Context: an optimization exercise on an open-source flow, tuned for small area and a short achievable clock period. The choices shown serve that exercise and are no tape-out recipe.
Function was checked by simulation only, so behaviour that the tests miss may differ from the original.
Power is estimated from default activity; no workload was simulated. The flow treats the clock pin as an ideal source, which a real chip does not have.

<file path="run.sh">
#!/bin/bash
# synth_recipe.tcl (not shown) runs the flow's synth.tcl, then flattens the netlist and writes it again
# the make line also repeats each setting of config.mk as NAME=value (left out here)
make -C /OpenROAD-flow-scripts/flow DESIGN_CONFIG=/design/flow/config.mk WORK_HOME=/design/flow/orfs CLKGATE_MAP_FILE= SYNTH_SCRIPT=/design/flow/synth_recipe.tcl finish
</file>
<file path="config.mk">
export PLATFORM = sky130hd
export DESIGN_NAME = memory_access
export DESIGN_NICKNAME = memory_access
export VERILOG_FILES = /design/flow/design.v
export SDC_FILE = /design/flow/constraint.sdc
export NUM_CORES = 4
export LEC_CHECK = 0
export CAP_MARGIN = 20
export CORE_MARGIN = 2
export CORE_UTILIZATION = 50
export CTS_BUF_LIST = sky130_fd_sc_hd__clkbuf_4 sky130_fd_sc_hd__clkbuf_8
export PLACE_DENSITY = 0.6
export SLEW_MARGIN = 20
export SYNTH_HIERARCHICAL = 1
export SYNTH_MINIMUM_KEEP_SIZE = 0
</file>
<file path="constraint.sdc">
create_clock -name core_clock -period 5.0 [get_ports {i_clk}]
set_input_delay 1.0000 -clock core_clock [delete_from_list [all_inputs] [get_ports {i_clk}]]
set_output_delay 1.0000 -clock core_clock [all_outputs]
set_load 0.01 [all_outputs]
</file>
<file path="design.v">
module ma_hold (
   input  logic q, wd, we, hold,
   output logic d
);
   assign d = (wd & we) | (q & hold);
endmodule
module ma_rd3 (
   input  logic a0, s0, a1, s1, a2, s2,
   output logic y_n
);
   assign y_n = ~((a0 & s0) | (a1 & s1) | (a2 & s2));
endmodule
module ma_rd1 (
   input  logic a0, s0,
   output logic y_n
);
   assign y_n = ~(a0 & s0);
endmodule
module ma_nand4 (
   input  logic a, b, c, d,
   output logic y
);
   assign y = ~(a & b & c & d);
endmodule
module ma_nand2 (
   input  logic a, b,
   output logic y
);
   assign y = ~(a & b);
endmodule
module ma_nor3 (
   input  logic a, b, c,
   output logic y
);
   assign y = ~(a | b | c);
endmodule
module ma_strobe (
   input  logic rs, rs_n, be, be_n,
   output logic we, hold
);
   assign we   = ~(rs_n | be_n);
   assign hold = ~(rs & be);
endmodule
module memory_access (
   input  logic        i_clk,
   input  logic        i_reset,
   input  logic        i_halt,
   input  logic        i_WB_write,
   input  logic        i_WB_mem_to_reg,
   input  logic        i_MEM_read,
   input  logic        i_MEM_write,
   input  logic        i_MEM_unsigned,
   input  logic [1:0]  i_MEM_byte_half_word,
   input  logic [4:0]  i_write_reg,
   input  logic [31:0] i_data_to_write_in_MEM,
   input  logic [31:0] i_ALU_result,
   output logic        o_WB_write,
   output logic        o_WB_mem_to_reg,
   output logic [4:0]  o_write_reg,
   output logic [31:0] o_mem_data,
   output logic [31:0] o_ALU_result
);
   logic [2047:0] mem_q;       
   logic [2047:0] mem_d;
   logic [7:0]    addr;
   logic [5:0]    widx;
   logic [7:0]    pa, pb;      
   logic [63:0]   sel;         
   logic [63:0]   rs, rs_n;    
   logic          wr;
   logic [3:0]    be, be_n;
   logic [31:0]   wd;
   logic [31:0]   rd_word, load_data;
   logic [7:0]    rd_byte;
   logic [15:0]   rd_half;
   assign addr = i_ALU_result[7:0];
   assign widx = addr[7:2];
   assign wr   = i_MEM_write & ~i_reset & ~i_halt;
   always_comb begin
      for (int i = 0; i < 8; i++) begin
         pa[i] = (widx[5:3] == i[2:0]);
         pb[i] = (widx[2:0] == i[2:0]);
      end
      for (int w = 0; w < 64; w++) begin
         sel[w]  = pa[w / 8] & pb[w % 8];
         rs[w]   = wr & pa[w / 8] & pb[w % 8];
         rs_n[w] = ~rs[w];
      end
      be   = i_MEM_byte_half_word == 2'b00 ? 4'b0001 << addr[1:0] :
             i_MEM_byte_half_word == 2'b01 ? (addr[1] ? 4'b1100 : 4'b0011) :
             4'b1111;
      be_n = ~be;
      wd   = i_MEM_byte_half_word == 2'b00 ? {4{i_data_to_write_in_MEM[7:0]}} :
             i_MEM_byte_half_word == 2'b01 ? {2{i_data_to_write_in_MEM[15:0]}} :
             i_data_to_write_in_MEM;
   end
   for (genvar w = 0; w < 64; w++) begin : g_w
      for (genvar l = 0; l < 4; l++) begin : g_l
         logic we, hold;
         ma_strobe u_st (.rs(rs[w]), .rs_n(rs_n[w]), .be(be[l]), .be_n(be_n[l]),
                         .we(we), .hold(hold));
         for (genvar b = 0; b < 8; b++) begin : g_b
            ma_hold u_h (.q(mem_q[32*w + 8*l + b]), .wd(wd[8*l + b]), .we(we),
                         .hold(hold), .d(mem_d[32*w + 8*l + b]));
         end
      end
   end
   always_ff @(posedge i_clk)
      mem_q <= mem_d;
   for (genvar b = 0; b < 32; b++) begin : g_rd
      logic [21:0] p_n;
      logic [5:0]  q;
      logic [1:0]  r_n;
      for (genvar g = 0; g < 21; g++) begin : g_g
         ma_rd3 u_r (.a0(mem_q[32*(3*g) + b]),     .s0(sel[3*g]),
                     .a1(mem_q[32*(3*g + 1) + b]), .s1(sel[3*g + 1]),
                     .a2(mem_q[32*(3*g + 2) + b]), .s2(sel[3*g + 2]),
                     .y_n(p_n[g]));
      end
      ma_rd1 u_r63 (.a0(mem_q[32*63 + b]), .s0(sel[63]), .y_n(p_n[21]));
      for (genvar k = 0; k < 5; k++) begin : g_n4
         ma_nand4 u_n (.a(p_n[4*k]), .b(p_n[4*k + 1]), .c(p_n[4*k + 2]), .d(p_n[4*k + 3]),
                       .y(q[k]));
      end
      ma_nand2 u_n5 (.a(p_n[20]), .b(p_n[21]), .y(q[5]));
      ma_nor3 u_o0 (.a(q[0]), .b(q[1]), .c(q[2]), .y(r_n[0]));
      ma_nor3 u_o1 (.a(q[3]), .b(q[4]), .c(q[5]), .y(r_n[1]));
      ma_nand2 u_f (.a(r_n[0]), .b(r_n[1]), .y(rd_word[b]));
   end
   always_comb begin
      rd_byte   = rd_word[{addr[1:0], 3'b000} +: 8];
      rd_half   = addr[1] ? rd_word[31:16] : rd_word[15:0];
      load_data = i_MEM_byte_half_word == 2'b00 ? {{24{~i_MEM_unsigned & rd_byte[7]}}, rd_byte} :
                  i_MEM_byte_half_word == 2'b01 ? {{16{~i_MEM_unsigned & rd_half[15]}}, rd_half} :
                  rd_word;
   end
   always_ff @(posedge i_clk)
      if (i_reset) begin
         o_WB_write      <= 1'b0;
         o_WB_mem_to_reg <= 1'b0;
         o_write_reg     <= '0;
         o_mem_data      <= '0;
         o_ALU_result    <= '0;
      end else if (!i_halt) begin
         o_WB_write      <= i_WB_write;
         o_WB_mem_to_reg <= i_WB_mem_to_reg;
         o_write_reg     <= i_write_reg;
         o_mem_data      <= i_MEM_read ? load_data : '0;
         o_ALU_result    <= i_ALU_result;
      end
endmodule
</file>
==> reports/results.tsv, run 1 <==
metric	value	unit
layout_common_cells	2119 x dfxtp_1, 2060 x a22o_1, 676 x a222oi_1, 444 x clkbuf_8, 420 x nand2_1	
cts_root_buf	clkbuf_8	
period_minus_slack	4.75	ns
die-area	151000	um2
syn_avg_cell_area	11.9	um2
hold_path_class	primary input to flip-flop	
clock-sinks	2119	
clock_latency	1.02	ns
dp_hpwl	206000	um
cts_buffer_depth	4	
grt_pass1_wl	442000	um
final_common_cell	dfxtp_1	
synth_nets	6302	
die_height	389	um
ys_warn_count	7	
final_antenna_net_count	0	
start_util	50.2	%
cp_max_fo	15	
first_pass_iters	13	
ctsResizeCount	0	
place_congestion	0.990	
cts_hold_buffers	0	
die_w	389	um
dp.cells	8580	
wl	311000	um
cts-htree-levels	5	
num_vias	67000	
multiInputGateArea	31700	um2
post-cts-setup-buffers	0	
slew_violations	0	
tns	0	ns
largest_register_ffs	2048	
p_per_area	410	nW/um2
required	5.85	ns
dpl_cell_area	80800	um2
start_kind	primary input	
reg_top3	mem_q: 2048 flops, o_ALU_result: 32 flops, o_mem_data: 32 flops	
port_buffers	149	
synth_edf_count	0	
fin_skew	0.0429	ns
whs	0.323	ns
slew_headroom	18.9	%
grt_overflow	0	
status	timing/DRC/antenna clean	
synthCells	6223	
grt_pass1_vias	62100	
grt_max_degree	65	
wire_per_inst	33.9	um
synth-seq-cells	2119	
tightest_slew	1.21	ns
drtIter0Drc	12300	
ys_async_sr_fraction	0	%
drive_gt1_share	15.6	%
p_leak	34.3	nW
drc	0	
cts_tree	built	
power	0.0362	W
cts_buffers	352	
synth.distinct_cells	45	
area_delta_synth_final	19.2	%
hold_viol	0	
ys_seq_area_share	57.3	%
antenna_found_initial	13	
rows	141	
synth_area	74100	um2
vdd_drop_max	240	uV
final_area	88300	um2
fmax	0.211	GHz
path_clk_slew	0.06	ns
finalNonFillerCells	9185	
post-route-period-util	95.0	%
arrival	5.60	ns
endpoint_kind	flip-flop	
num_io_pins	150	
crit_type	primary input to flip-flop	
largest_register	mem_q	
register_area	42400	um2
grt_usage	39.2	%
fillers	12300	
maxCapViolCount	0	
finalSetupViolCount	0	
layout.nets	7085	
synth_flop_cell	dfxtp_1	
rsz0062_at_grt	no	
core_area	147000	um2
vias_per_cell	7.29	
where the power goes:
group          switching, W  internal, W
sequential         0.000399       0.0176
clock               0.00696      0.00924
combinational       0.00133     0.000722
critical path, cell delays in order:
cell and delay, ns:
clkdlybuf4s50_1 0.72, buf_4 0.25, or2_2 0.18, buf_4 0.26, nor2_2 0.20, buf_4 0.23, a222oi_1 0.47, nand4_1 0.50
nor3_2 0.53, buf_4 0.20, nand2_1 0.09, mux4_2 0.51, nand4b_4 0.17, buf_12 0.17, o21ai_2 0.06
final timing paths:
path                   start              end  slack [ns]  cells past startpoint
max          i_ALU_result[3]   o_mem_data[30]        0.25                     15
min                  i_reset  o_ALU_result[1]        0.32                      2
max reg2reg       mem_q[511]   o_mem_data[30]        1.68                      9
min reg2reg       mem_q[782]       mem_q[782]        0.47                      1
area by class of cell:
type | count | area share [%]
Antenna cell | 6 | 0.0170
Clock buffer | 550 | 7.82
Clock inverter | 47 | 0.563
Inverter | 38 | 0.164
Multi-Input combinational cell | 4012 | 35.9
Sequential cell | 2119 | 48.0
Tap cell | 1930 | 2.73
Timing Repair Buffer | 483 | 4.80
cells in the mapped netlist (5+ instances only):
library cell,n,share of area [%]
dfxtp_1,2119,57
a22o_1,2060,24
a222oi_1,676,9.1
nor2_1,433,2.2
nand2_1,421,2.1
nand4_1,160,1.4
nor3_2,64,0.86
mux2i_1,52,0.70
inv_1,37,0.19
clkbuf_1,34,0.17
o21ai_0,28,0.19
a22oi_1,23,0.23
mux2_2,19,0.29
buf_2,15,0.10
nand3_1,13,0.088
nor2b_1,10,0.084
o21ai_2,10,0.12
and2_1,5,0.042
nand2b_1,5,0.042
modules after synthesis, one instance, submodules excluded:
module         cells inside  flops+latches
ma_nand2                  1              0
ma_strobe                 2              0
memory_access          2671           2119
ma_nor3                   1              0
ma_hold                   1              0
ma_rd1                    1              0
ma_rd3                    1              0
ma_nand4                  1              0
per-stage QoR:
| step | setup slack [ns] | utilization (%) |
|---|---|---|
| 3_3_place_gp | -0.477 | 54.8 |
| 5_1_grt | 0.293 | 59.9 |
| 6_report | 0.252 | 59.9 |
| 2_1_floorplan | 0.0450 | - |
| 3_5_place_dp | -0.443 | 54.8 |
| 4_1_cts | 0.571 | 59.8 |
routing by layer:
layer / GRT usage, % / wire length, um / vias up
met1: 55.5 / 127000 / 33000
met3: 12.7 / 44100 / 750
met2: 54.7 / 127000 / 5133
li1: - / - / 28000
met5: 0 / 117 / -
met4: 16.2 / 13300 / 18
cells by family after synthesis:
group,Yosys count,share of synthesized area [%]
buffers and inverters,92,0.524
multiplexers,73,1.05
AO/OA/AOI/OAI,2807,34.1
AND/OR/NAND/NOR,1132,7.03
flip-flops,2119,57.3
==> run 2, diff against run 1 <==
--- a/config.mk
+++ b/config.mk
@@ -12,2 +12,3 @@
 export PLACE_DENSITY = 0.6
+export SETUP_SLACK_MARGIN = 2.0
 export SLEW_MARGIN = 20
==> reports/results.tsv, run 2 <==
metric	value	unit	change
final_common_cell	dfxtp_1		unchanged
dp_hpwl	204000	um	was 206000 um
crit_top_cell	buf_12		was buf_4
area_delta_synth_final	23.9	%	was 19.2%
synthTopCellsByArea	dfxtp_1 57%, a22o_1 24%, a222oi_1 9.1%, nor2_1 2.2%, nand2_1 2.1%		unchanged
grt_overflow	0		unchanged
die_height	389	um	unchanged
post-synth-top-count-cell	dfxtp_1		unchanged
cts_buffers	356		was 352
cts_tree	built		unchanged
die-area	151000	um2	unchanged
place_congestion	0.960		was 0.990
r2r_end	o_mem_data[30]		unchanged
grt_most_used_layer	met1		unchanged
ys_async_sr_fraction	0	%	unchanged
crit_path_top_delay_cell	nand4_1		was clkdlybuf4s50_1
maxCapViolCount	0		unchanged
dp.cells	8658		was 8580
slew_violations	0		unchanged
r2r-start	mem_q[591]		was mem_q[511]
tightest_slew	1.22	ns	was 1.21 ns
syn_avg_cell_area	11.9	um2	unchanged
synth_edf_count	0		unchanged
use_met2	54.0	%	was 54.7%
required	5.87	ns	was 5.85 ns
largest_register	mem_q		unchanged
grt_max_degree	67		was 65
post-route-period-util	74.6	%	was 95.0%
crit_type	primary input to flip-flop		unchanged
rsz0062_at_grt	yes		was no
cts_buffer_depth	4		unchanged
synth.distinct_cells	45		unchanged
synth_top_area_cell	dfxtp_1		unchanged
arrival	4.60	ns	was 5.60 ns
cts-htree-levels	5		unchanged
synth-seq-cells	2119		unchanged
vdd_drop_max	341	uV	was 240 uV
cp_cell_sequence	buf_6 > buf_12 > nor2b_4 > buf_6 > nand2b_4 > buf_12 > nor2_4 > a222oi_1 > nand4_1 > nor3_4 > nand2_4 > mux4_2 > nand4b_4 > buf_12 > o21ai_2		was clkdlybuf4s50_1 > buf_4 > or2_2 > buf_4 > nor2_2 > buf_4 > a222oi_1 > nand4_1 > nor3_2 > buf_4 > nand2_1 > mux4_2 > nand4b_4 > buf_12 > o21ai_2
vias_per_cell	7.20		was 7.29
p_leak	36.1	nW	was 34.3 nW
finalSetupViolCount	0		unchanged
cts_root_buf	clkbuf_8		unchanged
antenna_found_initial	10		was 13
final_antenna_net_count	0		unchanged
crit_path_max_incr_delay	0.60	ns	was 0.72 ns
hold_depth	2		unchanged
clock_latency	1.04	ns	was 1.02 ns
period_minus_slack	3.73	ns	was 4.75 ns
core_area	147000	um2	unchanged
synth_flop_cell	dfxtp_1		unchanged
grt_pass1_vias	63400		was 62100
grt_usage	39.4	%	was 39.2%
rows	141		unchanged
clock-sinks	2119		unchanged
hold_viol	0		unchanged
p_per_area	395	nW/um2	was 410 nW/um2
ys_warn_count	7		unchanged
status	timing/DRC/antenna clean		unchanged
wl	315000	um	was 311000 um
start_util	50.2	%	unchanged
synth_nets	6302		unchanged
port_buffers	149		unchanged
ys_seq_area_share	57.3	%	unchanged
die_w	389	um	unchanged
gr-usage-met1	56.3	%	was 55.5%
drc	0		unchanged
fmax	0.268	GHz	was 0.211 GHz
grt_pass1_wl	447000	um	was 442000 um
use_met3	12.7	%	about the same
num_io_pins	150		unchanged
path_clk_slew	0.06	ns	about the same
layout.nets	7348		was 7085
holdPathEnd	o_ALU_result[1]		unchanged
synth_area	74100	um2	unchanged
drtIter0Drc	12500		was 12300
ys_top_cells_by_count	2119 x dfxtp_1, 2060 x a22o_1, 676 x a222oi_1, 433 x nor2_1, 421 x nand2_1		unchanged
start_kind	primary input		unchanged
tns	0	ns	unchanged
wire_per_inst	33.4	um	was 33.9 um
finalNonFillerCells	9446		was 9185
reg_top3	mem_q: 2048 flops, o_ALU_result: 32 flops, o_mem_data: 32 flops		unchanged
endpoint_kind	flip-flop		unchanged
reg2reg_depth	8		was 9
fin_skew	0.0407	ns	was 0.0429 ns
cts_hold_buffers	0		unchanged
largest_register_ffs	2048		unchanged
hp-start	i_reset		unchanged
num_vias	68000		was 67000
r2r_slack	1.76	ns	was 1.68 ns
first_pass_iters	14		was 13
hold_path_class	primary input to flip-flop		unchanged
drive_gt1_share	20.1	%	was 15.6%
cp_max_fo	6		was 15
synthCells	6223		unchanged
layout_common_cells	2105 x dfxtp_1, 2060 x a22o_1, 676 x a222oi_1, 476 x buf_4, 444 x clkbuf_8		was 2119 x dfxtp_1, 2060 x a22o_1, 676 x a222oi_1, 444 x clkbuf_8, 420 x nand2_1
synth_top_area_share	57.3	%	unchanged
slew_headroom	19.0	%	was 18.9%
run 2: cell counts after synthesis:
No cell type changed its count.
run 2: how the worst max path moves through the flow:
stage	start	endpoint	slack, ns	cells after the start
3_3_place_gp	i_ALU_result[6]	o_mem_data[18]	-0.36	14
6_report	i_ALU_result[6]	o_mem_data[30]	1.27	15
5_1_grt	i_ALU_result[6]	o_mem_data[15]	1.40	15
2_1_floorplan	i_MEM_byte_half_word[1]	mem_q[1021]	0.82	5
4_1_cts	i_ALU_result[6]	o_mem_data[25]	1.52	15
3_5_place_dp	i_ALU_result[6]	o_mem_data[16]	-0.33	14
run 2: final cells by class:
cell class,count,area [um2]
clock buffers,565,7020
multi-input cells,4023,32500
fillers,11900,55700
inverters,38,164
diodes,4,10.0
flip-flops and latches,2119,42400
clock inverters,36,343
repair buffers,731,6900
well taps,1930,2410
run 2: cell families after synthesis:
| family | synth area share [%] |
|---|---|
| multiplexers | 1.05 |
| buffers and inverters | 0.524 |
| flip-flops | 57.3 |
| AND/OR/NAND/NOR | 7.03 |
| AO/OA/AOI/OAI | 34.1 |
run 2: where the power goes:
| group | total [W] | internal, W | switching, W |
|---|---|---|---|
| combinational | 0.00221 | 0.000818 | 0.00140 |
| sequential | 0.0180 | 0.0176 | 0.000399 |
| clock | 0.0161 | 0.00914 | 0.00696 |
run 2: routing by layer:
metal  part of all wire [%]  up-vias  routed length (um)
li1                       -    28600                   -
met1                     40    33300              128000
met2                     40     5335              126000
met3                     15      819               46800
met4                    4.7        6               14800
met5                  0.012        -                  38
run 2: worst max-delay path: cells and delay by family:
| kind | cells | cell delay [ns] |
|---|---|---|
| simple gates | 7 | 1.78 |
| buf+inv | 5 | 0.67 |
| compound gates | 2 | 0.57 |
| mux | 1 | 0.55 |
run 2: repair_timing:
item / 4_1_cts / 5_1_grt
pin swaps: 78 / 74
setup buffers: 93 / 65
resized for setup: 255 / 118
cloned: 14 / 10
endpoints found under the setup margin: 228 / 763
run 2: per-stage QoR:
| step | power (W) | hold slack [ns] | util [%] | area, um2 | worst slack, ns |
|---|---|---|---|---|---|
| 6_report | 0.0363 | 0.380 | 62.2 | 91700 | 1.27 |
| 2_1_floorplan | 0.0192 | 0.442 | - | 74200 | 0.822 |
| 5_1_grt | 0.0373 | 0.359 | 62.2 | 91700 | 1.40 |
| 3_5_place_dp | 0.0203 | 0.454 | 55.3 | 81500 | -0.326 |
| 4_1_cts | 0.0362 | 0.307 | 61.5 | 90700 | 1.52 |
| 3_3_place_gp | 0.0202 | 0.455 | 55.3 | 81500 | -0.362 |
run 2: modules after synthesis (local to each module, per instance):
module	cell area, um2	times used	cells inside
ma_rd3	10.0	672	1
memory_access	45500	1	2671
ma_nand4	6.26	160	1
ma_rd1	3.75	32	1
ma_nor3	10.0	64	1
ma_hold	8.76	2048	1
ma_strobe	7.51	256	2
ma_nand2	3.75	64	1
==> run 3, diff against run 2 <==
--- a/config.mk
+++ b/config.mk
@@ -10,5 +10,3 @@
 export CORE_UTILIZATION = 50
-export CTS_BUF_LIST = sky130_fd_sc_hd__clkbuf_4 sky130_fd_sc_hd__clkbuf_8
 export PLACE_DENSITY = 0.6
-export SETUP_SLACK_MARGIN = 2.0
 export SLEW_MARGIN = 20
==> reports/results.tsv, run 3 <==
metric	value	unit	change
drive_gt1_share	12.5	%	was 20.1%
place_ws	-0.443	ns	was -0.326 ns
vdd_drop_max	322	uV	was 341 uV
drtIter0Drc	12000		was 12500
core_area	147000	um2	unchanged
layout_common_cells	2119 x dfxtp_1, 2060 x a22o_1, 676 x a222oi_1, 420 x nand2_1, 369 x nor2_1		was 2105 x dfxtp_1, 2060 x a22o_1, 676 x a222oi_1, 476 x buf_4, 444 x clkbuf_8
power	0.0365	W	was 0.0363 W
slew_violations	0		unchanged
hold_path_class	flip-flop to flip-flop		was primary input to flip-flop
crit_type	primary input to flip-flop		unchanged
synth_edf_count	0		unchanged
post-cts-setup-buffers	0		was 93
final_antenna_net_count	0		unchanged
fin_skew	0.0284	ns	was 0.0407 ns
largest_register_ffs	2048		unchanged
synthTopCellsByArea	dfxtp_1 57%, a22o_1 24%, a222oi_1 9.1%, nor2_1 2.2%, nand2_1 2.1%		unchanged
cts_tree	built		unchanged
port_buffers	149		unchanged
grt_pass1_wl	439000	um	was 447000 um
period_minus_slack	4.78	ns	was 3.73 ns
p_per_area	414	nW/um2	was 395 nW/um2
fillers	12200		was 11900
grt_pass1_vias	60800		was 63400
wire_per_inst	34.4	um	was 33.4 um
ys_top_cells_by_count	2119 x dfxtp_1, 2060 x a22o_1, 676 x a222oi_1, 433 x nor2_1, 421 x nand2_1		unchanged
cp_max_fo	15		was 6
cts_root_buf	clkbuf_16		was clkbuf_8
hold_viol	0		unchanged
synth_nets	6302		unchanged
num_vias	65800		was 68000
clock-sinks	2119		unchanged
synth_area	74100	um2	unchanged
whs	0.474	ns	was 0.380 ns
ys_warn_count	7		unchanged
arrival	5.47	ns	was 4.60 ns
wl	308000	um	was 315000 um
synth.distinct_cells	45		unchanged
area_delta_synth_final	19.0	%	was 23.9%
antenna_found_initial	8		was 10
post-synth-top-count-cell	dfxtp_1		unchanged
clock_latency	0.84	ns	was 1.04 ns
maxCapViolCount	0		unchanged
final_common_cell	dfxtp_1		unchanged
start_util	50.2	%	unchanged
fin_ws	0.222	ns	was 1.27 ns
register_area	42400	um2	about the same
cts_buffer_depth	3		was 4
place_congestion	0.990		was 0.960
grt_max_degree	65		was 67
cts-htree-levels	4		was 5
synth_top_area_share	57.3	%	unchanged
synth_top_area_cell	dfxtp_1		unchanged
required	5.70	ns	was 5.87 ns
vias_per_cell	7.33		was 7.20
tightest_slew	1.19	ns	was 1.22 ns
syn_avg_cell_area	11.9	um2	unchanged
ys_async_sr_fraction	0	%	unchanged
fmax	0.209	GHz	was 0.268 GHz
rsz0062_at_grt	no		was yes
synth_flop_cell	dfxtp_1		unchanged
num_io_pins	150		unchanged
grt_overflow	0		unchanged
die-area	151000	um2	unchanged
status	timing/DRC/antenna clean		unchanged
slew_headroom	20.5	%	was 19.0%
drc	0		unchanged
ys_seq_area_share	57.3	%	unchanged
cts_hold_buffers	0		unchanged
dp_hpwl	206000	um	was 204000 um
reg_top3	mem_q: 2048 flops, o_ALU_result: 32 flops, o_mem_data: 32 flops		unchanged
finalSetupViolCount	0		unchanged
post-route-period-util	95.6	%	was 74.6%
layout.nets	6945		was 7348
start_kind	primary input		unchanged
p_leak	34.0	nW	was 36.1 nW
multiInputGateArea	31700	um2	was 32500 um2
synthCells	6223		unchanged
rows	141		unchanged
synth-seq-cells	2119		unchanged
ctsResizeCount	0		was 255
cts_buffers	212		was 356
endpoint_kind	flip-flop		unchanged
largest_register	mem_q		unchanged
path_clk_slew	0.06	ns	about the same
grt_usage	39.0	%	was 39.4%
first_pass_iters	14		unchanged
die_w	389	um	unchanged
die_height	389	um	unchanged
## run 3: area by class of cell
type	instances	area share [%]
Inverter	38	0.165
Tap cell	1930	2.74
Multi-Input combinational cell	4012	35.9
Clock inverter	63	0.840
Clock buffer	323	7.39
Sequential cell	2119	48.1
Timing Repair Buffer	483	4.80
Antenna cell	2	0.00568
## run 3: path summary, 6_finish.rpt
kind	end	depth (start not counted)	from	slack, ns
worst max-delay path	o_mem_data[2]	15	i_ALU_result[2]	0.22
worst min-delay path	mem_q[1162]	1	mem_q[1162]	0.47
worst max register to register	o_mem_data[26]	9	mem_q[511]	1.73
worst min register to register	mem_q[1162]	1	mem_q[1162]	0.47
## run 3: layer usage
layer	global-route usage (%)	wire length [um]
met4	15.2	13500
met1	55.7	127000
met5	0.638	220
met2	54.2	125000
met3	12.4	42800
## run 3: cells by family after synthesis
logic type             Yosys count  synth area share [%]
buffers and inverters           92                 0.524
DFF                           2119                  57.3
AOI/OAI and AO/OA             2807                  34.1
and+or+nand+nor               1132                  7.03
muxes                           73                  1.05
## run 3: power by group
part | internal (W) | leakage (nW) | switching [W]
Sequential | 0.0175 | 17.2 | 0.000400
Combinational | 0.000720 | 13.2 | 0.00132
Clock | 0.00974 | 3.62 | 0.00680
## run 3: through the flow
step,setup TNS (ns),cell area (um2),cells,util [%]
floorplan,0,74100,6223,-
global placement,-11.27,80800,8580,54.8
detailed placement,-10.96,80800,8580,54.8
CTS,0,88100,8966,59.7
global route,0,88100,8968,59.8
finish,0,88100,8970,59.8
## run 3: critical path, stage by stage
cell,delay [ns]
clkdlybuf4s50_1,0.63
buf_4,0.28
nand2_1,0.07
or2_2,0.16
buf_4,0.26
nor2_2,0.20
buf_4,0.23
a222oi_1,0.54
nand4_1,0.59
nor3_2,0.55
buf_4,0.20
nand2_1,0.08
mux2_2,0.28
o32ai_1,0.24
o21ai_0,0.12
## run 3: modules after synthesis (local to each module, per instance)
module,flip-flops and latches,cell area (um2),copies in the design
ma_strobe,0,7.51,256
ma_nor3,0,10.0,64
ma_hold,0,8.76,2048
ma_rd3,0,10.0,672
ma_rd1,0,3.75,32
ma_nand4,0,6.26,160
ma_nand2,0,3.75,64
memory_access,2119,45500,1
==> run 4, diff against run 3 <==
--- a/design.v
+++ b/design.v
@@ -42,2 +42,26 @@
    assign hold = ~(rs & be);
+endmodule
+module ma_ao5 (
+   input  logic a0, s0, a1, s1, a2, s2, a3, s3, q, h,
+   output logic y
+);
+   assign y = (a0 & s0) | (a1 & s1) | (a2 & s2) | (a3 & s3) | (q & h);
+endmodule
+module ma_ao3e (
+   input  logic a0, s0, a1, s1, q, h, e_n,
+   output logic y
+);
+   assign y = ~(~((a0 & s0) | (a1 & s1) | (q & h)) & e_n);
+endmodule
+module ma_ao2e (
+   input  logic a0, s0, q, h, e_n,
+   output logic y
+);
+   assign y = ~(~((a0 & s0) | (q & h)) & e_n);
+endmodule
+module ma_ext (
+   input  logic r0, e0, r1, e1, r2, e2, r3, e3,
+   output logic y_n
+);
+   assign y_n = ~((r0 & e0) | (r1 & e1)) & ~((r2 & e2) | (r3 & e3));
 endmodule
@@ -72,5 +96,3 @@
    logic [31:0]   wd;
-   logic [31:0]   rd_word, load_data;
-   logic [7:0]    rd_byte;
-   logic [15:0]   rd_half;
+   logic [31:0]   rd_word;
    assign addr = i_ALU_result[7:0];
@@ -129,23 +151,64 @@
    end
+   logic en, hld, rd_en, sx, isb, ish, isw;
+   logic [3:0] a_oh;
+   logic [3:0] L;           
+   logic       M0, M2, X8;  
+   logic       W;           
+   logic [3:0] Eb, Eu;      
+   logic [1:0] ext8_n;
+   logic [3:0] ext16_n;
+   logic [31:0] md_d;
+   logic [38:0] oth_q, oth_d, oth_in;
    always_comb begin
-      rd_byte   = rd_word[{addr[1:0], 3'b000} +: 8];
-      rd_half   = addr[1] ? rd_word[31:16] : rd_word[15:0];
-      load_data = i_MEM_byte_half_word == 2'b00 ? {{24{~i_MEM_unsigned & rd_byte[7]}}, rd_byte} :
-                  i_MEM_byte_half_word == 2'b01 ? {{16{~i_MEM_unsigned & rd_half[15]}}, rd_half} :
-                  rd_word;
-   end
-   always_ff @(posedge i_clk)
-      if (i_reset) begin
-         o_WB_write      <= 1'b0;
-         o_WB_mem_to_reg <= 1'b0;
-         o_write_reg     <= '0;
-         o_mem_data      <= '0;
-         o_ALU_result    <= '0;
-      end else if (!i_halt) begin
-         o_WB_write      <= i_WB_write;
-         o_WB_mem_to_reg <= i_WB_mem_to_reg;
-         o_write_reg     <= i_write_reg;
-         o_mem_data      <= i_MEM_read ? load_data : '0;
-         o_ALU_result    <= i_ALU_result;
-      end
-endmodule
+      en    = ~i_reset & ~i_halt;
+      hld   = ~i_reset & i_halt;
+      rd_en = en & i_MEM_read;
+      sx    = ~i_MEM_unsigned;
+      isb   = i_MEM_byte_half_word == 2'b00;
+      ish   = i_MEM_byte_half_word == 2'b01;
+      isw   = i_MEM_byte_half_word[1];
+      for (int k = 0; k < 4; k++) a_oh[k] = (addr[1:0] == k[1:0]);
+      L[0]  = rd_en & (isw | (ish & ~addr[1]) | (isb & a_oh[0]));
+      L[1]  = rd_en & isb & a_oh[1];
+      L[2]  = rd_en & ((ish & addr[1]) | (isb & a_oh[2]));
+      L[3]  = rd_en & isb & a_oh[3];
+      M0    = rd_en & (isw | (ish & ~addr[1]));
+      M2    = rd_en & ish & addr[1];
+      X8    = rd_en & isb;
+      W     = rd_en & isw;
+      for (int k = 0; k < 4; k++) begin
+         Eb[k] = rd_en & sx & isb & a_oh[k];
+         Eu[k] = rd_en & sx & ((isb & a_oh[k]) | (ish & (k == 1 ? ~addr[1] : k == 3 ? addr[1] : 1'b0)));
+      end
+   end
+   for (genvar c = 0; c < 2; c++) begin : g_e8
+      ma_ext u_e (.r0(rd_word[7]), .e0(Eb[0]), .r1(rd_word[15]), .e1(Eb[1]),
+                  .r2(rd_word[23]), .e2(Eb[2]), .r3(rd_word[31]), .e3(Eb[3]), .y_n(ext8_n[c]));
+   end
+   for (genvar c = 0; c < 4; c++) begin : g_e16
+      ma_ext u_e (.r0(rd_word[7]), .e0(Eu[0]), .r1(rd_word[15]), .e1(Eu[1]),
+                  .r2(rd_word[23]), .e2(Eu[2]), .r3(rd_word[31]), .e3(Eu[3]), .y_n(ext16_n[c]));
+   end
+   for (genvar b = 0; b < 8; b++) begin : g_o0
+      ma_ao5 u_o (.a0(rd_word[b]), .s0(L[0]), .a1(rd_word[8+b]), .s1(L[1]),
+                  .a2(rd_word[16+b]), .s2(L[2]), .a3(rd_word[24+b]), .s3(L[3]),
+                  .q(o_mem_data[b]), .h(hld), .y(md_d[b]));
+   end
+   for (genvar b = 8; b < 16; b++) begin : g_o1
+      ma_ao3e u_o (.a0(rd_word[b]), .s0(M0), .a1(rd_word[16+b]), .s1(M2),
+                   .q(o_mem_data[b]), .h(hld), .e_n(ext8_n[b / 12]), .y(md_d[b]));
+   end
+   for (genvar b = 16; b < 32; b++) begin : g_o2
+      ma_ao2e u_o (.a0(rd_word[b]), .s0(W), .q(o_mem_data[b]), .h(hld),
+                   .e_n(ext16_n[(b - 16) / 4]), .y(md_d[b]));
+   end
+   assign oth_in = {i_WB_write, i_WB_mem_to_reg, i_write_reg, i_ALU_result};
+   assign {o_WB_write, o_WB_mem_to_reg, o_write_reg, o_ALU_result} = oth_q;
+   for (genvar b = 0; b < 39; b++) begin : g_oth
+      ma_hold u_h (.q(oth_q[b]), .wd(oth_in[b]), .we(en), .hold(hld), .d(oth_d[b]));
+   end
+   always_ff @(posedge i_clk) begin
+      o_mem_data <= md_d;
+      oth_q      <= oth_d;
+   end
+endmodule
==> flow/run.sh (new file) <==
#!/bin/bash
# Own layout flow: the standard synthesis unchanged, then the standard
# ORFS layout with a lighter clock tree (no dummy loads, larger sink clusters),
# small port buffers and timing repair aimed beyond the 5 ns constraint.
set -euo pipefail
bash standard.sh synth > synth.log 2>&1
bash standard.sh \
  "CTS_ARGS=-sink_clustering_enable -repair_clock_nets -dont_use_dummy_load -sink_clustering_size 30 -sink_clustering_max_diameter 80 -buf_list {sky130_fd_sc_hd__clkbuf_8 sky130_fd_sc_hd__clkbuf_16}" \
  "BUFFER_PORTS_ARGS=-buffer_cell sky130_fd_sc_hd__buf_2" \
  SETUP_SLACK_MARGIN=2.0 \
  finish > layout.log 2>&1
==> standard.sh (new file) <==
#!/bin/bash
# synth_recipe.tcl (not shown) runs the flow's synth.tcl, then flattens the netlist and writes it again
# the make line also repeats each setting of config.mk as NAME=value (left out here)
make -C /OpenROAD-flow-scripts/flow DESIGN_CONFIG=/design/flow/config.mk WORK_HOME=/design/flow/orfs CLKGATE_MAP_FILE= SYNTH_SCRIPT=/design/flow/synth_recipe.tcl "${@:-finish}"
--- a/config.mk
+++ b/config.mk
@@ -9,4 +9,4 @@
 export CORE_MARGIN = 2
-export CORE_UTILIZATION = 50
-export PLACE_DENSITY = 0.6
+export CORE_UTILIZATION = 65
+export PLACE_DENSITY = 0.75
 export SLEW_MARGIN = 20
removed: run.sh
==> reports/results.tsv, run 4 <==
metric	value	unit	change
layout.nets	6746		was 6945
post-synth-top-count-cell	dfxtp_1		unchanged
cts_buffer_depth	3		unchanged
ys_seq_area_share	57.6	%	was 57.3%
synth_area	73700	um2	was 74100 um2
port_buffers	149		unchanged
clock_power_share	29.0	%	was 45.3%
die-area	116000	um2	was 151000 um2
finalNonFillerCells	8168		was 8970
grt_max_degree	65		unchanged
switching_share	24.5	%	was 23.3%
tightest_slew	1.31	ns	was 1.19 ns
grt_usage	48.3	%	was 39.0%
place_congestion	1.03		was 0.990
die_height	341	um	was 389 um
largest_register_ffs	2048		unchanged
wire_per_inst	36.6	um	was 34.4 um
ys_async_sr_fraction	0	%	unchanged
drtIter0Drc	15700		was 12000
start_util	65.5	%	was 50.2%
finalSetupViolCount	0		unchanged
layout_common_cells	2119 x dfxtp_1, 2093 x a22o_1, 680 x a222oi_1, 451 x nand2_1, 279 x nor2_1		was 2119 x dfxtp_1, 2060 x a22o_1, 676 x a222oi_1, 420 x nand2_1, 369 x nor2_1
start_kind	primary input		unchanged
hold_viol	0		unchanged
synthTopCellsByArea	dfxtp_1 58%, a22o_1 25%, a222oi_1 9.2%, nand2_1 2.4%, nor2_1 2.0%		was dfxtp_1 57%, a22o_1 24%, a222oi_1 9.1%, nor2_1 2.2%, nand2_1 2.1%
p_leak	31.4	nW	was 34.0 nW
hold_path_class	flip-flop to flip-flop		unchanged
grt_pass1_vias	61000		was 60800
maxCapViolCount	0		unchanged
wl	299000	um	was 308000 um
num_io_pins	150		unchanged
drive_gt1_share	12.1	%	was 12.5%
first_pass_iters	15		was 14
synth_top_area_cell	dfxtp_1		unchanged
p_int	0.0212	W	was 0.0280 W
final_antenna_net_count	0		unchanged
synth.distinct_cells	38		was 45
ys_top_cells_by_count	2119 x dfxtp_1, 2093 x a22o_1, 680 x a222oi_1, 472 x nand2_1, 399 x nor2_1		was 2119 x dfxtp_1, 2060 x a22o_1, 676 x a222oi_1, 433 x nor2_1, 421 x nand2_1
vias_per_cell	8.23		was 7.33
slew_headroom	12.3	%	was 20.5%
p_switching	0.00689	W	was 0.00852 W
synthCells	6156		was 6223
synth_edf_count	0		unchanged
path_clk_slew	0.11	ns	was 0.06 ns
ys_warn_count	7		unchanged
fmax	0.276	GHz	was 0.209 GHz
comb_power_share	7.2	%	was 5.6%
post-route-period-util	72.5	%	was 95.6%
clock-sinks	2119		unchanged
cts_buffers	83		was 212
largest_register	mem_q		unchanged
final_common_cell	dfxtp_1		unchanged
die_w	341	um	was 389 um
rsz0062_at_grt	yes		was no
area_delta_synth_final	11.9	%	was 19.0%
endpoint_kind	flip-flop		unchanged
final_area	82500	um2	was 88100 um2
grt_overflow	0		unchanged
crit_type	primary input to flip-flop		unchanged
cts-htree-levels	3		was 4
synth_top_area_share	57.6	%	was 57.3%
cts_root_buf	clkbuf_16		unchanged
fin_skew	0.0633	ns	was 0.0284 ns
whs	0.477	ns	was 0.474 ns
dpl_cell_area	78100	um2	was 80800 um2
status	timing/DRC/antenna clean		unchanged
antenna_found_initial	15		was 8
synth-seq-cells	2119		unchanged
syn_avg_cell_area	12.0	um2	was 11.9 um2
clock_latency	0.75	ns	was 0.84 ns
dp_hpwl	190000	um	was 206000 um
synth_flop_cell	dfxtp_1		unchanged
synth_nets	6235		was 6302
grt_pass1_wl	420000	um	was 439000 um
num_vias	67200		was 65800
cts_tree	built		unchanged
cts_hold_buffers	0		unchanged
dp.cells	7937		was 8580
p_seq_share	63.8	%	was 49.1%
p_per_area	341	nW/um2	was 414 nW/um2
reg_top3	mem_q: 2048 flops, oth_q: 39 flops, o_mem_data: 32 flops		was mem_q: 2048 flops, o_ALU_result: 32 flops, o_mem_data: 32 flops
core_area	112000	um2	was 147000 um2
cp_max_fo	8		was 15
vdd_drop_max	412	uV	was 322 uV
slew_violations	0		unchanged
period_minus_slack	3.62	ns	was 4.78 ns
rows	123		was 141
drc	0		unchanged
arrival	4.20	ns	was 5.47 ns
required	5.57	ns	was 5.70 ns
==> run 4: cell types whose count changed after synthesis, moves of 9 or more <==
cell,previous run,this run
o21ai_0,28,8
a22o_1,2060,2093
mux2i_1,52,8
nand2_1,421,472
clkbuf_1,34,20
nor2_1,433,399
a22oi_1,23,32
o21ai_2,10,0
inv_1,37,5
==> run 4: metrics by stage <==
step / power (W) / worst slack [ns] / setup TNS [ns] / utilization, %
2_1_floorplan: 0.0191 / 1.59 / 0 / -
3_3_place_gp: 0.0200 / -0.194 / -3.34 / 69.4
3_5_place_dp: 0.0200 / -0.189 / -2.81 / 69.4
4_1_cts: 0.0278 / 1.67 / 0 / 72.5
5_1_grt: 0.0287 / 1.51 / 0 / 73.3
6_report: 0.0281 / 1.38 / 0 / 73.3
==> run 4: cell type report <==
cell class	count	area (um2)
antenna	3	7.51
clock buffer	83	2080
fill	7845	30000
inverter	5	33.8
multi-input combinational	4016	32400
sequential	2119	42400
tap	1500	1880
timing repair buffer	441	3620
timing repair inverter	1	7.51
==> run 4: logic make-up after synthesis <==
family / Yosys count / share of synthesized area [%]
AO/OA/AOI/OAI: 2824 / 34.7
multiplexers: 24 / 0.353
buffers and inverters: 38 / 0.211
AND/OR/NAND/NOR: 1151 / 7.19
flip-flops: 2119 / 57.6
==> run 4: layer usage <==
metal  global-route usage (%)  routed length (um)
met1                     64.2              105000
met2                     65.3              116000
met3                     20.0               53800
met4                     28.8               23400
met5                    0.940                 322
==> run 4: power by group through the flow <==
stage	combinational [W]	sequential, W	clock (W)
2_1_floorplan	0.000965	0.0182	0
3_3_place_gp	0.00171	0.0183	0
3_5_place_dp	0.00176	0.0183	0
4_1_cts	0.00186	0.0179	0.00808
5_1_grt	0.00203	0.0180	0.00865
6_report	0.00202	0.0179	0.00815
==> run 4: what timing repair did <==
action,4_1_cts,5_1_grt
gates cloned,11,13
gates resized for setup,138,89
endpoints found under the setup margin,187,1053
buffers inserted,76,45
pin swaps,98,105
==> run 4: final timing paths <==
path	end	slack, ns	depth (start not counted)	startpoint
max reg2reg	o_mem_data[11]	1.86	7	mem_q[783]
min	oth_q[36]	0.48	1	oth_q[36]
min reg2reg	oth_q[36]	0.48	1	oth_q[36]
max	o_mem_data[11]	1.38	11	i_ALU_result[5]
==> run 4: modules after synthesis, one instance, submodules excluded, excerpt <==
module	cell area (um2)	cells inside	flops+latches
ma_nor3	10.0	1	0
ma_nand4	6.26	1	0
ma_strobe	7.51	2	0
ma_ext	23.8	2	0
ma_rd3	10.0	1	0
ma_ao3e	16.3	3	0
==> run 4: worst max-delay path, cell delays in order <==
cell and delay [ns]:
buf_16 0.13, nand2_4 0.07, or2_4 0.22, nor2_4 0.10, a222oi_1 0.62, nand4_1 0.62
nor3_4 0.57, nand2_4 0.17, a22o_1 0.26, a221oi_4 0.28, nand3_1 0.11

==> port drivers added, routing unchanged <==
In the flow no input, the clock included, has a driving cell. The finished layouts below were timed again as built, in two steps.
Step 1 (the two cells are an assumption about what drives the block):
set clk [get_ports {i_clk}]
set_driving_cell -lib_cell sky130_fd_sc_hd__clkbuf_16 $clk
set_driving_cell -lib_cell sky130_fd_sc_hd__buf_2 [delete_from_list [all_inputs] $clk]
Step 2 times the ports against the registers' clock, not the clock port: input delays grow and output delays shrink by t, the midpoint of the rising clock arrivals with the driver on.
Slacks: ideal ports / drivers / drivers and shift; pairs: ideal ports / drivers.
| run | shift t [ns] | setup WS [ns] | worst setup path after step 2 | cell pins on the clock port's net |
|---|---|---|---|---|
| run 1 | 1.082 | 0.252 / 0.304 / -0.778 | input to register | 1 |
| run 2 | 1.094 | 1.270 / 1.323 / 0.230 | input to register | 1 |
| run 3 | 0.907 | 0.222 / 0.281 / -0.626 | input to register | 1 |
| run 4 | 0.807 | 1.377 / 1.257 / 0.449 | input to register | 1 |
With both steps, setup timing fails in run 1 and run 3, where it was met with ideal ports. The setup slack of run 2, which loses most, moves by +0.053 ns with the drivers and by -1.040 ns with both steps.
